Background: an optimization exercise with open tools, aiming at small area. Do not read the settings as production practice.
At most, simulation tests tie the RTL to the original design; equivalence was not proved.

==> build 13 <==
Design aesTop, start of the top module:
module aesTop (
	input logic clock,
	input logic reset,
	input logic start,
	input aesTypesPkg::aesBlock plainText,
	input aesTypesPkg::aesBlock key,
	output aesTypesPkg::aesBlock cipherText,
	output logic done
);
Settings: LEC_CHECK=0, CAP_MARGIN=20, CORE_MARGIN=2, CORE_UTILIZATION=50, SLEW_MARGIN=20, SYNTH_HIERARCHICAL=1, SYNTH_MINIMUM_KEEP_SIZE=0; clock period 25.0 ns.
standard.sh (not shown) runs the stock make flow with config.mk's settings and CLKGATE_MAP_FILE= SYNTH_SCRIPT=/design/flow/synth_recipe.tcl, a recipe that flattens the netlist after the stock synthesis.
==> flow/flow/run.sh <==
#!/bin/bash
# The standard layout, with each port buffered by the smallest buffer cell and
# a clock tree of small buffers without dummy loads.
set -euo pipefail
export BUFFER_PORTS_ARGS="-buffer_cell sky130_fd_sc_hd__buf_1"
export CTS_ARGS="-sink_clustering_enable -repair_clock_nets -buf_list {sky130_fd_sc_hd__clkbuf_4 sky130_fd_sc_hd__clkbuf_8} -root_buf sky130_fd_sc_hd__clkbuf_8 -sink_clustering_size 14 -sink_clustering_max_diameter 60 -dont_use_dummy_load"
bash standard.sh > std_flow.log 2>&1
==> trial 54 (differences from build 13) <==
--- a/flow/design.v
+++ b/flow/design.v
@@ -212,20 +212,20 @@
 	input logic [3:0] hold,       
 	input logic mix,              
 	input logic useBn,            
 	input logic isSB,
 	input logic isFinal,
-	input logic gA,               
-	input logic [7:0] rcT,        
+	input logic gAn,              
+	input logic [7:0] rcTn,       
 	output logic [127:0] stD,
 	output logic [127:0] ksD
 );
 	logic [7:0] a0, a1, a2, a3;
 	logic [7:0] u0, u1, u2, u3;
 	logic [7:0] m0, m1, m2, m3;
 	logic [7:0] k0, c7, c15, kb, newKey, xs, xn, sbIn, sbOutN, tailIn;
-	logic [7:0] sr, sg, keyTail;
+	logic [7:0] sg, keyTail;
 	logic [7:0] s0;
 	assign a0 = st[127 -: 8];
 	assign a1 = st[95 -: 8];
 	assign a2 = st[63 -: 8];
 	assign a3 = st[31 -: 8];
@@ -363,18 +363,18 @@
 	gXor uM3_3 (.a(x3[3]), .b(w3[3]), .y(m3[3]));
 	gXor uM3_4 (.a(x3[4]), .b(w3[4]), .y(m3[4]));
 	gXor uM3_5 (.a(x3[5]), .b(w3[5]), .y(m3[5]));
 	gXor uM3_6 (.a(x3[6]), .b(w3[6]), .y(m3[6]));
 	gXor uM3_7 (.a(x3[7]), .b(w3[7]), .y(m3[7]));
-	gNor uKB_0 (.a(useBn), .b(c15[0]), .y(kb[0]));
-	gNor uKB_1 (.a(useBn), .b(c15[1]), .y(kb[1]));
-	gNor uKB_2 (.a(useBn), .b(c15[2]), .y(kb[2]));
-	gNor uKB_3 (.a(useBn), .b(c15[3]), .y(kb[3]));
-	gNor uKB_4 (.a(useBn), .b(c15[4]), .y(kb[4]));
-	gNor uKB_5 (.a(useBn), .b(c15[5]), .y(kb[5]));
-	gNor uKB_6 (.a(useBn), .b(c15[6]), .y(kb[6]));
-	gNor uKB_7 (.a(useBn), .b(c15[7]), .y(kb[7]));
+	gO21ai uKB_0 (.a1(useBn), .a2(c15[0]), .b1(rcTn[0]), .y(kb[0]));
+	gO21ai uKB_1 (.a1(useBn), .a2(c15[1]), .b1(rcTn[1]), .y(kb[1]));
+	gO21ai uKB_2 (.a1(useBn), .a2(c15[2]), .b1(rcTn[2]), .y(kb[2]));
+	gO21ai uKB_3 (.a1(useBn), .a2(c15[3]), .b1(rcTn[3]), .y(kb[3]));
+	gO21ai uKB_4 (.a1(useBn), .a2(c15[4]), .b1(rcTn[4]), .y(kb[4]));
+	gO21ai uKB_5 (.a1(useBn), .a2(c15[5]), .b1(rcTn[5]), .y(kb[5]));
+	gO21ai uKB_6 (.a1(useBn), .a2(c15[6]), .b1(rcTn[6]), .y(kb[6]));
+	gO21ai uKB_7 (.a1(useBn), .a2(c15[7]), .b1(rcTn[7]), .y(kb[7]));
 	gXor uNK_0 (.a(k0[0]), .b(kb[0]), .y(newKey[0]));
 	gXor uNK_1 (.a(k0[1]), .b(kb[1]), .y(newKey[1]));
 	gXor uNK_2 (.a(k0[2]), .b(kb[2]), .y(newKey[2]));
 	gXor uNK_3 (.a(k0[3]), .b(kb[3]), .y(newKey[3]));
 	gXor uNK_4 (.a(k0[4]), .b(kb[4]), .y(newKey[4]));
@@ -404,34 +404,26 @@
 	gMux2i uTI_3 (.s(isFinal), .a0(sbOutN[3]), .a1(xn[3]), .y(tailIn[3]));
 	gMux2i uTI_4 (.s(isFinal), .a0(sbOutN[4]), .a1(xn[4]), .y(tailIn[4]));
 	gMux2i uTI_5 (.s(isFinal), .a0(sbOutN[5]), .a1(xn[5]), .y(tailIn[5]));
 	gMux2i uTI_6 (.s(isFinal), .a0(sbOutN[6]), .a1(xn[6]), .y(tailIn[6]));
 	gMux2i uTI_7 (.s(isFinal), .a0(sbOutN[7]), .a1(xn[7]), .y(tailIn[7]));
-	gXnor uRC_0 (.a(sbOutN[0]), .b(rcT[0]), .y(sr[0]));
-	gXnor uRC_1 (.a(sbOutN[1]), .b(rcT[1]), .y(sr[1]));
-	gXnor uRC_2 (.a(sbOutN[2]), .b(rcT[2]), .y(sr[2]));
-	gXnor uRC_3 (.a(sbOutN[3]), .b(rcT[3]), .y(sr[3]));
-	gXnor uRC_4 (.a(sbOutN[4]), .b(rcT[4]), .y(sr[4]));
-	gXnor uRC_5 (.a(sbOutN[5]), .b(rcT[5]), .y(sr[5]));
-	gXnor uRC_6 (.a(sbOutN[6]), .b(rcT[6]), .y(sr[6]));
-	gXnor uRC_7 (.a(sbOutN[7]), .b(rcT[7]), .y(sr[7]));
-	gNand uGA_0 (.a(gA), .b(sr[0]), .y(sg[0]));
-	gNand uGA_1 (.a(gA), .b(sr[1]), .y(sg[1]));
-	gNand uGA_2 (.a(gA), .b(sr[2]), .y(sg[2]));
-	gNand uGA_3 (.a(gA), .b(sr[3]), .y(sg[3]));
-	gNand uGA_4 (.a(gA), .b(sr[4]), .y(sg[4]));
-	gNand uGA_5 (.a(gA), .b(sr[5]), .y(sg[5]));
-	gNand uGA_6 (.a(gA), .b(sr[6]), .y(sg[6]));
-	gNand uGA_7 (.a(gA), .b(sr[7]), .y(sg[7]));
-	gXnor uKT_0 (.a(newKey[0]), .b(sg[0]), .y(keyTail[0]));
-	gXnor uKT_1 (.a(newKey[1]), .b(sg[1]), .y(keyTail[1]));
-	gXnor uKT_2 (.a(newKey[2]), .b(sg[2]), .y(keyTail[2]));
-	gXnor uKT_3 (.a(newKey[3]), .b(sg[3]), .y(keyTail[3]));
-	gXnor uKT_4 (.a(newKey[4]), .b(sg[4]), .y(keyTail[4]));
-	gXnor uKT_5 (.a(newKey[5]), .b(sg[5]), .y(keyTail[5]));
-	gXnor uKT_6 (.a(newKey[6]), .b(sg[6]), .y(keyTail[6]));
-	gXnor uKT_7 (.a(newKey[7]), .b(sg[7]), .y(keyTail[7]));
+	gNor uGA_0 (.a(gAn), .b(sbOutN[0]), .y(sg[0]));
+	gNor uGA_1 (.a(gAn), .b(sbOutN[1]), .y(sg[1]));
+	gNor uGA_2 (.a(gAn), .b(sbOutN[2]), .y(sg[2]));
+	gNor uGA_3 (.a(gAn), .b(sbOutN[3]), .y(sg[3]));
+	gNor uGA_4 (.a(gAn), .b(sbOutN[4]), .y(sg[4]));
+	gNor uGA_5 (.a(gAn), .b(sbOutN[5]), .y(sg[5]));
+	gNor uGA_6 (.a(gAn), .b(sbOutN[6]), .y(sg[6]));
+	gNor uGA_7 (.a(gAn), .b(sbOutN[7]), .y(sg[7]));
+	gXor uKT_0 (.a(newKey[0]), .b(sg[0]), .y(keyTail[0]));
+	gXor uKT_1 (.a(newKey[1]), .b(sg[1]), .y(keyTail[1]));
+	gXor uKT_2 (.a(newKey[2]), .b(sg[2]), .y(keyTail[2]));
+	gXor uKT_3 (.a(newKey[3]), .b(sg[3]), .y(keyTail[3]));
+	gXor uKT_4 (.a(newKey[4]), .b(sg[4]), .y(keyTail[4]));
+	gXor uKT_5 (.a(newKey[5]), .b(sg[5]), .y(keyTail[5]));
+	gXor uKT_6 (.a(newKey[6]), .b(sg[6]), .y(keyTail[6]));
+	gXor uKT_7 (.a(newKey[7]), .b(sg[7]), .y(keyTail[7]));
 	logic [7:0] kin0, kld0, kq0;
 	assign kld0 = keyRm[127 -: 8];
 	assign kin0 = ks[119 -: 8];
 	logic [7:0] kn0;
 	gNand uKN0_0 (.a(ld), .b(kld0[0]), .y(kn0[0]));
@@ -911,26 +903,30 @@
 	input aesTypesPkg::aesBlock key,
 	output aesTypesPkg::aesBlock cipherText,
 	output logic done
 );
 	logic busy;
-	logic ph;                       
-	aesCtrlPkg::stepIndex cnt;      
-	logic [3:0] rnd;                
+	logic [8:0] q;                  
+	logic [3:0] rnd, cnt;
+	logic ph;
 	logic [127:0] st;               
 	logic [127:0] ks;               
 	logic [127:0] stD, ksD;
 	logic [127:0] ptRm, keyRm;
 	logic ld, isSB, isA, isFinal, lastPass;
-	logic useBn, gA, mix, sh;
+	logic useBn, gAn, mix, sh, isSBx;
 	logic [3:0] rotId, run, hold;
-	logic [7:0] rcon, rcT;
+	logic [7:0] rcon, rcTn;
+	assign rnd = q[8:5];
+	assign ph = q[4];
+	assign cnt = q[3:0];
 	assign ld = start & ~busy;
 	assign isSB = busy & ~ph;
 	assign isA = busy & ph;
-	assign isFinal = (rnd == 4'd11);
-	assign lastPass = isSB & isFinal & (cnt == 4'd15);
+	assign isSBx = ~ph;             
+	assign isFinal = rnd[3] & rnd[1] & rnd[0];
+	assign lastPass = busy & (q == 9'd367);
 	always_ff @(posedge clock or posedge reset) begin
 		if (reset) begin
 			busy <= 1'b0;
 			done <= 1'b0;
 		end else if (ld) begin
@@ -940,37 +936,29 @@
 			busy <= 1'b0;
 			done <= 1'b1;
 		end
 	end
 	always_ff @(posedge clock) begin
-		if (ld) begin
-			cnt <= 4'd0;
-			ph <= 1'b0;
-			rnd <= 4'd1;
-		end else begin
-			cnt <= cnt + 4'd1;
-			if (cnt == 4'd15) begin
-				ph <= ~ph;
-				if (ph)
-					rnd <= rnd + 4'd1;
-			end
-		end
+		if (busy)
+			q <= q + 9'd1;
+		else
+			q <= 9'd32;
 	end
 	assign rcon = {
 		rnd == 4'd8,
 		rnd == 4'd7,
 		(rnd == 4'd6) | (rnd == 4'd10),
 		(rnd == 4'd5) | (rnd == 4'd9) | (rnd == 4'd10),
 		(rnd == 4'd4) | (rnd == 4'd9),
 		(rnd == 4'd3) | (rnd == 4'd10),
 		(rnd == 4'd2) | (rnd == 4'd9) | (rnd == 4'd10),
 		(rnd == 4'd1) | (rnd == 4'd9)};
-	assign useBn = ~(isSB & (rnd != 4'd1) & (cnt[1:0] != 2'd0));
-	assign gA = isA & (cnt[1:0] == 2'd0);
-	assign rcT = (cnt[3:2] == 2'd0) ? rcon : 8'h00;
+	assign useBn = ~(isSBx & (rnd[3:1] != 3'd0) & (cnt[1:0] != 2'd0));
+	assign gAn = ~(ph & (cnt[1:0] == 2'd0));
+	assign rcTn = ~((ph & (cnt == 4'd0)) ? rcon : 8'h00);
 	assign sh = isSB;
-	assign mix = isA & (rnd != 4'd10) & (cnt >= 4'd3) & (cnt <= 4'd6);
+	assign mix = isA & ~(rnd[3] & rnd[1] & ~rnd[0]) & ~cnt[3] & (cnt[2] ^ (cnt[1] & cnt[0]));
 	always_comb begin
 		for (int r = 0; r < 4; r++) begin
 			rotId[r] = isA & (cnt < 4'(r));
 			run[r] = sh | rotId[r] | mix;
 			hold[r] = ~(ld | run[r]);
@@ -993,14 +981,14 @@
 		.run(run),
 		.rotId(rotId),
 		.hold(hold),
 		.mix(mix),
 		.useBn(useBn),
-		.isSB(isSB),
+		.isSB(isSBx),
 		.isFinal(isFinal),
-		.gA(gA),
-		.rcT(rcT),
+		.gAn(gAn),
+		.rcTn(rcTn),
 		.stD(stD),
 		.ksD(ksD)
 	);
 	always_ff @(posedge clock) begin
 		st <= stD;
==> flow/flow/run.sh (replaced) <==
#!/bin/bash
# The standard layout, with each port buffered by the smallest buffer cell and
# a clock tree of small buffers without dummy loads.
set -euo pipefail
export BUFFER_PORTS_ARGS="-buffer_cell sky130_fd_sc_hd__buf_1"
export CTS_ARGS="-sink_clustering_enable -repair_clock_nets -buf_list {sky130_fd_sc_hd__clkbuf_4 sky130_fd_sc_hd__clkbuf_8} -root_buf sky130_fd_sc_hd__clkbuf_8 -sink_clustering_size 17 -sink_clustering_max_diameter 60 -dont_use_dummy_load"
bash standard.sh > std_flow.log 2>&1
CAP_MARGIN = 5   (was 20)
CORE_UTILIZATION = 55   (was 50)
SLEW_MARGIN = 5   (was 20)
==> comparison <==
Against build 13, the wire length of trial 54 is smaller by about 4%. Against build 13, the core utilization of trial 54 is higher by 5.9 points. Against build 13, the via count of trial 54 is lower by 0.74%. Of trial 54 and build 13, trial 54 has the higher fmax (gap 1.2%, measured against build 13). Between build 13 and trial 54, the lower sequential share of layout area is in build 13 (gap 0.55 points). Register-to-register slack: build 13 is worse than trial 54 (180 ps). Against trial 54, the final cell count of build 13 is higher by 1.4%. Count of clock-buffer cells in the layout: build 13 is higher than trial 54 (4).
==> figures <==
Post-Synthesis Cell Area: trial 54 11,500 um2; build 13 11,600 um2
Overall track demand over capacity in global routing: trial 54 29.3%; build 13 27.4%
Number of non-clock buffers: trial 54 396; build 13 399
Sink of the worst hold path: trial 54 ks[56]; build 13 ks[70]
Data arrival time of the critical path: trial 54 8090 ps; build 13 8150 ps
Status: trial 54 complete, no violations; build 13 complete, no violations
Synthesized area per cell: trial 54 10.1 um2; build 13 10.1 um2
Relative slew slack: trial 54 23.6%; build 13 32.9%
Cell mode on critical path: trial 54 buf_4; build 13 xor2_1
Number of global-route vias before repair: trial 54 9,433; build 13 9,431
Launch instance of the worst min-delay path: trial 54 ks[48]; build 13 ks[62]
Drt first-iter violations: trial 54 1,004; build 13 1,137
Maximum clock frequency: trial 54 131 MHz; build 13 129 MHz
Sequential fraction of total cell area: trial 54 39.4%; build 13 38.8%
Number of nets in the layout: trial 54 1,809; build 13 1,823
FF-to-FF End: trial 54 st[2]; build 13 ks[2]
Function not checked in build 13: the RTL went through the layout flow alone.

-- separate check: timing with driven ports --
The flow's constraints put no driver on any port. The routed layouts listed below were extracted and timed again, unchanged, in two steps. Step 1: set_driving_cell puts a clkbuf_16 on clock and a buf_2 on each other input, an assumption about the parent block. Step 2 moves the port delays by t, midway between the first and last clock arrival at a register: inputs arrive t later, outputs are due t later. That takes back most of the time a late clock gives input paths. Slacks: ideal / step 1 / step 2; pairs: ideal / step 1.
run	t, ns	setup slack, ns	hold WS [ns]	worst setup path after step 2
build 13	0.586	17.258 / 17.258 / 17.031	0.371 / 0.371 / 0.371	input to register
trial 54	0.561	17.348 / 17.350 / 16.789	0.369 / 0.369 / 0.369	input to register
After both steps setup and hold are still met in every run listed. The setup slack of trial 54, which loses most, moves by +0.002 ns with the drivers and by -0.559 ns with both steps.
